From an optimization exercise on the open Yosys and OpenROAD flow, aimed at small area and few clock cycles per item; shortcuts taken in it are not production practice. Function was checked by simulation only, so behaviour that the tests miss may differ from the original. No activity file was given, so power comes from the tool's default toggle rates.

Setup of run A:
==> flow/design.v <==
package hsbp_pkg;
    localparam int SYMBOL_COUNT_DEF  = 256;
    localparam int MAX_CODE_BITS_DEF = 8;
    localparam int SYM_W  = 8;
    localparam int CODE_W = 8;
    localparam int LEN_W  = 4;
    localparam int BYTE_W = 8;
    localparam int ENT_W = 9;
endpackage
module hsbp_dec4_n (
    input  logic [3:0]  i_a,
    output logic [15:0] o_n
);
    for (genvar x = 0; x < 16; x++) begin : g_x
        assign o_n[x] = i_a != 4'(x);
    end
endmodule
module hsbp_rows (
    input  logic [15:0]  i_hi_n,
    input  logic [15:0]  i_lo_n,
    output logic [255:0] o_row
);
    for (genvar i = 0; i < 256; i++) begin : g_row
        assign o_row[i] = ~(i_hi_n[i/16] | i_lo_n[i%16]);
    end
endmodule
module hsbp_aoi222 (
    input  logic [2:0] i_s,
    input  logic [2:0] i_d,
    output logic       o_n
);
    assign o_n = ~|(i_s & i_d);
endmodule
module hsbp_nand_tree (
    input  logic [85:0] i_n,
    output logic        o_y
);
    assign o_y = ~&i_n;
endmodule
module hsbp_rdmux (
    input  logic [255:0] i_sel,
    input  logic [255:0] i_d,
    output logic         o_y
);
    logic [85:0] n;
    for (genvar t = 0; t < 85; t++) begin : g_t
        hsbp_aoi222 u_aoi (.i_s(i_sel[3*t +: 3]), .i_d(i_d[3*t +: 3]), .o_n(n[t]));
    end
    assign n[85] = ~(i_sel[255] & i_d[255]);
    hsbp_nand_tree u_or (.i_n(n), .o_y(o_y));
endmodule
module huffman_symbol_bit_packer #(
    parameter int SYMBOL_COUNT  = hsbp_pkg::SYMBOL_COUNT_DEF,
    parameter int MAX_CODE_BITS = hsbp_pkg::MAX_CODE_BITS_DEF
) (
    input  logic                        i_clk,
    input  logic                        i_rst_n,
    input  logic                        i_valid,
    output logic                        o_stall,
    input  logic [1:0]                  i_kind,
    input  logic [hsbp_pkg::SYM_W-1:0]  i_symbol,
    input  logic [hsbp_pkg::CODE_W-1:0] i_code_bits,
    input  logic [hsbp_pkg::LEN_W-1:0]  i_code_length,
    output logic                        o_valid,
    input  logic                        i_stall,
    output logic [hsbp_pkg::BYTE_W-1:0] o_packed_byte,
    output logic [hsbp_pkg::LEN_W-1:0]  o_valid_bits,
    output logic                        o_is_last,
    output logic                        o_unknown_symbol
);
    logic [255:0][8:0] r_tab;
    logic       accept;
    logic       blocked;
    logic       r_s1_valid;
    logic       r_s1_flush;
    logic [8:0] r_s1_ent;
    logic [8:0] wr_ent;
    logic [8:0] rd_ent;
    assign blocked = o_valid && i_stall;
    assign o_stall = r_s1_valid && blocked;
    assign accept  = i_valid && !o_stall;
    always_comb begin
        logic [3:0] len;
        len = (i_code_length > 4'd8) ? 4'd8 : i_code_length;
        if (len == 4'd0) begin
            wr_ent = '0;
        end else begin
            wr_ent = ({i_code_bits, 1'b0} & (9'h1FF << (4'd9 - len)))
                   | (9'h100 >> len);
        end
    end
    logic [8:0]   wr_col;
    logic         wr_load;
    logic [15:0]  rd_hi_n, rd_lo_n, wr_hi_n, wr_lo_n;
    logic [255:0] rd_sel, wr_en;
    assign wr_col  = wr_ent & {9{i_rst_n}};
    assign wr_load = accept && i_kind == 2'd0;
    hsbp_dec4_n u_rd_hi (.i_a(i_symbol[7:4]), .o_n(rd_hi_n));
    hsbp_dec4_n u_rd_lo (.i_a(i_symbol[3:0]), .o_n(rd_lo_n));
    hsbp_rows   u_rd    (.i_hi_n(rd_hi_n), .i_lo_n(rd_lo_n), .o_row(rd_sel));
    hsbp_rows   u_wr    (.i_hi_n(wr_hi_n), .i_lo_n(wr_lo_n), .o_row(wr_en));
    assign wr_hi_n = rd_hi_n & {16{i_rst_n}};
    assign wr_lo_n = rd_lo_n & {16{i_rst_n}} | {16{i_rst_n && !wr_load}};
    for (genvar i = 0; i < 256; i++) begin : g_row
        always_ff @(posedge i_clk) begin
            if (wr_en[i]) begin
                r_tab[i] <= wr_col;
            end
        end
    end
    for (genvar b = 0; b < 9; b++) begin : g_bit
        logic [255:0] col;
        for (genvar i = 0; i < 256; i++) begin : g_c
            assign col[i] = r_tab[i][b];
        end
        hsbp_rdmux u_mux (.i_sel(rd_sel), .i_d(col), .o_y(rd_ent[b]));
    end
    always_ff @(posedge i_clk) begin
        if (!o_stall) begin
            r_s1_ent   <= rd_ent;
            r_s1_flush <= i_kind[1];
        end
    end
    logic proc;
    assign proc = r_s1_valid && !blocked;
    always_ff @(posedge i_clk) begin
        if (!i_rst_n) begin
            r_s1_valid <= 1'b0;
        end else if (!o_stall) begin
            r_s1_valid <= accept && (i_kind == 2'd1 || i_kind == 2'd2);
        end
    end
    logic [7:0]  r_acc;        
    logic [7:0]  acc_bits;     
    logic [2:0]  acc_cnt;
    logic [15:0] wide;
    logic        n_emit;
    logic [7:0]  n_acc;
    logic [7:0]  n_byte;
    logic [2:0]  n_cnt;
    logic        n_last;
    logic        n_unk;
    always_comb begin
        acc_cnt = 3'd0;
        for (int j = 0; j < 8; j++) begin
            if (r_acc[j] && (r_acc & ((8'd1 << j) - 8'd1)) == 8'd0) acc_cnt = 3'(7 - j);
        end
        acc_bits = r_acc & (r_acc - 8'd1);
        wide     = {acc_bits, 8'd0} | ({r_s1_ent, 7'd0} >> acc_cnt);
        n_emit = 1'b0;
        n_acc  = r_acc;
        n_byte = '0;
        n_cnt  = '0;
        n_last = 1'b0;
        n_unk  = 1'b0;
        if (r_s1_flush) begin
            n_emit = 1'b1;
            n_byte = acc_bits;
            n_cnt  = acc_cnt;
            n_last = 1'b1;
            n_acc  = 8'h80;
        end else if (r_s1_ent == 9'd0) begin
            n_emit = 1'b1;
            n_unk  = 1'b1;
        end else if (wide[7:0] != 8'd0) begin
            n_emit = 1'b1;
            n_byte = wide[15:8];
            n_acc  = wide[7:0];
        end else begin
            n_acc  = wide[15:8];
        end
    end
    logic [7:0] r_out_byte;
    logic [2:0] r_out_cnt;
    logic       r_out_last;
    logic       r_out_unk;
    logic       r_out_valid;
    always_ff @(posedge i_clk) begin
        if (!i_rst_n) begin
            r_acc       <= 8'h80;
            r_out_valid <= 1'b0;
        end else begin
            if (proc) begin
                r_acc <= n_acc;
            end
            if (proc && n_emit) begin
                r_out_valid <= 1'b1;
            end else if (!i_stall) begin
                r_out_valid <= 1'b0;
            end
        end
    end
    always_ff @(posedge i_clk) begin
        if (proc && n_emit) begin
            r_out_byte <= n_byte;
            r_out_cnt  <= n_cnt;
            r_out_last <= n_last;
            r_out_unk  <= n_unk;
        end
    end
    assign o_valid          = r_out_valid;
    assign o_packed_byte    = r_out_byte;
    assign o_valid_bits     = {!r_out_last && !r_out_unk, r_out_cnt};
    assign o_is_last        = r_out_last;
    assign o_unknown_symbol = r_out_unk;
endmodule
export LEC_CHECK = 0
export CAP_MARGIN = 20
export CORE_MARGIN = 2
export CORE_UTILIZATION = 40
export CTS_BUF_LIST = sky130_fd_sc_hd__clkbuf_16
export CTS_CLUSTER_DIAMETER = 80
export CTS_CLUSTER_SIZE = 30
export SLEW_MARGIN = 20
export SYNTH_HIERARCHICAL = 1
create_clock -name core_clock -period 6.0 [get_ports {i_clk}]
standard.sh (not shown) runs the stock make flow with config.mk's settings and CLKGATE_MAP_FILE= SYNTH_SCRIPT=/design/flow/synth_recipe.tcl, a recipe that flattens the netlist after the stock synthesis.
==> flow/flow/run.sh <==
#!/bin/bash
set -euo pipefail
export CTS_ARGS="-sink_clustering_enable -repair_clock_nets -sink_clustering_size 30 -sink_clustering_max_diameter 80 -buf_list sky130_fd_sc_hd__clkbuf_16 -dont_use_dummy_load"
export BUFFER_PORTS_ARGS="-buffer_cell sky130_fd_sc_hd__buf_1"
bash standard.sh > standard.log 2>&1
Testbench counts of run A, summed over its fixed seeds: cycles 34,072, items 34,056.
#### Input delta (run B over run A)
# run A
export LEC_CHECK = 0
export CAP_MARGIN = 20
export CORE_MARGIN = 2
export CORE_UTILIZATION = 40
export CTS_BUF_LIST = sky130_fd_sc_hd__clkbuf_16
export CTS_CLUSTER_DIAMETER = 80
export CTS_CLUSTER_SIZE = 30
export SLEW_MARGIN = 20
export SYNTH_HIERARCHICAL = 1
create_clock -name core_clock -period 6.0 [get_ports {i_clk}]
# run B
export LEC_CHECK = 0
export CAP_MARGIN = 20
export CORE_MARGIN = 2
export CORE_UTILIZATION = 55
export CTS_BUF_LIST = sky130_fd_sc_hd__clkbuf_16
export CTS_CLUSTER_DIAMETER = 80
export CTS_CLUSTER_SIZE = 30
export PLACE_DENSITY = 0.68
export SLEW_MARGIN = 20
export SYNTH_HIERARCHICAL = 1
create_clock -name core_clock -period 6.0 [get_ports {i_clk}]
Findings:
- Post-route total power: lower on run B
- Measured against each other, run B and run A differ in design area, the lower figure coming from run B.
- Against run A, run B reports a average wire length per cell after detail routing that is higher.
- Diff run A -> run B | final period utilization | increase of 2.7 points
- The via count was comparable across run B and run A.
- Reported for run B and run A, post-synthesis cell count turned out identical to the last digit.
- Final layout net count in run B vs run A: down about 0.47%
- Between run B and run A, the met2 wire length is higher for run A.
- From run A to run B the numbers moved as follows: non-clock buffer count fell about 5%, total power density per cell area fell 0.33%.
Edits applied to the flow inputs when going from run B to run C:
# run B
export LEC_CHECK = 0
export CAP_MARGIN = 20
export CORE_MARGIN = 2
export CORE_UTILIZATION = 55
export CTS_BUF_LIST = sky130_fd_sc_hd__clkbuf_16
export CTS_CLUSTER_DIAMETER = 80
export CTS_CLUSTER_SIZE = 30
export PLACE_DENSITY = 0.68
export SLEW_MARGIN = 20
export SYNTH_HIERARCHICAL = 1
create_clock -name core_clock -period 6.0 [get_ports {i_clk}]
# run C
export LEC_CHECK = 0
export CAP_MARGIN = 20
export CORE_MARGIN = 2
export CORE_UTILIZATION = 60
export CTS_BUF_LIST = sky130_fd_sc_hd__clkbuf_16
export CTS_CLUSTER_DIAMETER = 80
export CTS_CLUSTER_SIZE = 30
export PLACE_DENSITY = 0.72
export SLEW_MARGIN = 20
export SYNTH_HIERARCHICAL = 1
create_clock -name core_clock -period 6.0 [get_ports {i_clk}]
==> notes.md <==
Comparing half-perimeter wire length after placement for run B and run C, the smaller number came from run C. Route | run C vs run B | wire shorter in run C. Taking run B as the reference point, the initial cell density of the core of run C rises by 5.4 points. Comparing share of final-layout standard cells stronger than drive strength 1 for run B and run C, the smaller number came from run B. Compare run B and run C | clock power lower: run C.
Changes in run D relative to run C:
# run C
export LEC_CHECK = 0
export CAP_MARGIN = 20
export CORE_MARGIN = 2
export CORE_UTILIZATION = 60
export CTS_BUF_LIST = sky130_fd_sc_hd__clkbuf_16
export CTS_CLUSTER_DIAMETER = 80
export CTS_CLUSTER_SIZE = 30
export PLACE_DENSITY = 0.72
export SLEW_MARGIN = 20
export SYNTH_HIERARCHICAL = 1
create_clock -name core_clock -period 6.0 [get_ports {i_clk}]
# run D
export LEC_CHECK = 0
export CAP_MARGIN = 20
export CORE_MARGIN = 2
export CORE_UTILIZATION = 50
export CTS_BUF_LIST = sky130_fd_sc_hd__clkbuf_16
export CTS_CLUSTER_DIAMETER = 80
export CTS_CLUSTER_SIZE = 30
export PLACE_DENSITY = 0.65
export SLEW_MARGIN = 20
export SYNTH_HIERARCHICAL = 1
create_clock -name core_clock -period 6.0 [get_ports {i_clk}]
Every run in the comparison, run D and run C, completed the flow with a clean layout. Time the worst path needs with I/O delays and setup: run D better than run C. Diff run C -> run D: cell area power density saw a decrease; maximum fanout along the worst path saw an increase; clock skew saw a decrease. Going from run C to run D, worst slew margin relative to its limit decreased 1.5 points, die area rose by about 20%, overall power consumption stayed essentially flat, sum of net half-perimeters after detailed placement moved up, post-route clock period utilization saw a decrease. Run D against run C: post-layout worst setup margin picked up an extra 0.32 ns, part of the total power dissipated in combinational logic shows no meaningful change.

Setup of run 1:
huffman_symbol_bit_packer, a different RTL version from the one above (not shown whole).
For scale: ~4,300 cells after synthesis, ~2,300 flip-flops, roughly 42 I/O pins, roughly 85,000 um2 of cells after synthesis.
Design huffman_symbol_bit_packer, start of the top module:
module huffman_symbol_bit_packer #(
    parameter int SYMBOL_COUNT  = hsbp_pkg::SYMBOL_COUNT_DEF,
    parameter int MAX_CODE_BITS = hsbp_pkg::MAX_CODE_BITS_DEF
) (
    input  logic                        i_clk,
    input  logic                        i_rst_n,
    input  logic                        i_valid,
    output logic                        o_stall,
    input  logic [1:0]                  i_kind,
    input  logic [hsbp_pkg::SYM_W-1:0]  i_symbol,
    input  logic [hsbp_pkg::CODE_W-1:0] i_code_bits,
    input  logic [hsbp_pkg::LEN_W-1:0]  i_code_length,
    output logic                        o_valid,
    input  logic                        i_stall,
    output logic [hsbp_pkg::BYTE_W-1:0] o_packed_byte,
    output logic [hsbp_pkg::LEN_W-1:0]  o_valid_bits,
    output logic                        o_is_last,
    output logic                        o_unknown_symbol
);
Settings: LEC_CHECK=0, CAP_MARGIN=20, CORE_MARGIN=2, CORE_UTILIZATION=40, CTS_BUF_LIST=sky130_fd_sc_hd__clkbuf_16, CTS_CLUSTER_DIAMETER=60, CTS_CLUSTER_SIZE=25, SLEW_MARGIN=20, SYNTH_HIERARCHICAL=1; clock period 6.0 ns.
run.sh (not shown) runs the stock make flow with config.mk's settings and CLKGATE_MAP_FILE= SYNTH_SCRIPT=/design/flow/synth_recipe.tcl, a recipe that flattens the netlist after the stock synthesis.
Stock flow here: none of the scripts above is used.
Run 1 finished end to end and its layout was clean on timing, DRC and antenna.
Testbench counts of run 1, summed over its fixed seeds: cycles 34,072, items 34,056.
Changes in run 2 relative to run 1:
# run 1
export LEC_CHECK = 0
export CAP_MARGIN = 20
export CORE_MARGIN = 2
export CORE_UTILIZATION = 40
export CTS_BUF_LIST = sky130_fd_sc_hd__clkbuf_16
export CTS_CLUSTER_DIAMETER = 60
export CTS_CLUSTER_SIZE = 25
export SLEW_MARGIN = 20
export SYNTH_HIERARCHICAL = 1
create_clock -name core_clock -period 6.0 [get_ports {i_clk}]
# run 2
export LEC_CHECK = 0
export CAP_MARGIN = 20
export CORE_MARGIN = 2
export CORE_UTILIZATION = 40
export CTS_BUF_LIST = sky130_fd_sc_hd__clkbuf_16
export CTS_CLUSTER_DIAMETER = 80
export CTS_CLUSTER_SIZE = 30
export SLEW_MARGIN = 20
export SYNTH_HIERARCHICAL = 1
create_clock -name core_clock -period 6.0 [get_ports {i_clk}]
==> flow/flow/run.sh (new file) <==
#!/bin/bash
set -euo pipefail
export CTS_ARGS="-sink_clustering_enable -repair_clock_nets -sink_clustering_size 30 -sink_clustering_max_diameter 80 -buf_list sky130_fd_sc_hd__clkbuf_16 -dont_use_dummy_load"
bash standard.sh > standard.log 2>&1
==> flow/standard.sh (new file) <==
#!/bin/bash
# synth_recipe.tcl (not shown) runs the flow's synth.tcl, then flattens the netlist and writes it again
# the make line also repeats each setting of config.mk as NAME=value (left out here)
make -C /OpenROAD-flow-scripts/flow DESIGN_CONFIG=/design/flow/config.mk WORK_HOME=/design/flow/orfs CLKGATE_MAP_FILE= SYNTH_SCRIPT=/design/flow/synth_recipe.tcl "${@:-finish}"
removed: flow/run.sh
--- outcome ---
- Higher wire length on met2 was reported by run 1, not run 2.
- Cmp run 1 and run 2 / clock buffer instance count of the final layout / higher: run 1
- Run 2 vs run 1: ratio of final minimum period to clock period up in run 2
What run 3 does differently from run 2 at the input level:
==> flow/run.sh (new file) <==
#!/bin/bash
# synth_recipe.tcl (not shown) runs the flow's synth.tcl, then flattens the netlist and writes it again
# the make line also repeats each setting of config.mk as NAME=value (left out here)
make -C /OpenROAD-flow-scripts/flow DESIGN_CONFIG=/design/flow/config.mk WORK_HOME=/design/flow/orfs CLKGATE_MAP_FILE= SYNTH_SCRIPT=/design/flow/synth_recipe.tcl finish
removed: flow/flow/run.sh
removed: flow/standard.sh
## What came out
- For met1 demand-to-capacity share in global routing, run 2 and run 3 come out practically identical.
- Via count: run 3 > run 2
- The setup slack of run 3 is larger than that of run 2.
- The fraction of area in registers reported for run 3 is smaller than that of run 2 by 0.73 points.
- Summary of run 3 over run 2: number of inverters outside the clock class in the layout neither gained nor lost much, routed wire length neither gained nor lost much.

[what the ideal ports hide]
How much do the figures lean on ideal ports? The routed layouts below were timed once more, with nothing changed but the port constraints.
Step 1: set_driving_cell puts a clkbuf_16 on i_clk and a buf_2 on each other input, an assumption about the parent block.
Step 2 adds t to the input delays and takes it off the output delays; t is the mean of the earliest and latest rising clock arrival at the registers after step 1. Input paths then give back, and output paths get back, about the clock's delay inside the block.
Slacks: ideal / step 1 / step 2; pairs: ideal / step 1.
| run | t (ns) | slack for setup (ns) | worst setup path after step 2 | latest minus earliest clock arrival (ns) |
|---|---|---|---|---|
| run A | 0.859 | 0.888 / 0.946 / 0.088 | input to register | 0.104 / 0.103 |
| run B | 0.813 | 0.725 / 0.772 / -0.041 | input to register | 0.099 / 0.100 |
| run C | 0.812 | 0.557 / 0.540 / -0.272 | input to register | 0.111 / 0.110 |
| run D | 0.803 | 0.882 / 0.944 / 0.141 | input to register | 0.098 / 0.098 |
| run 1 | 0.912 | 0.704 / 0.764 / -0.148 | input to register | 0.058 / 0.058 |
| run 2 | 0.849 | 0.660 / 0.724 / -0.125 | input to register | 0.142 / 0.142 |
| run 3 | 0.879 | 0.677 / 0.740 / -0.139 | input to register | 0.076 / 0.076 |
With both steps, setup timing fails in 5 of these runs, where it was met with ideal ports. For run 1, which loses most, drivers alone change the setup slack by +0.060 ns; drivers and shift together by -0.852 ns.
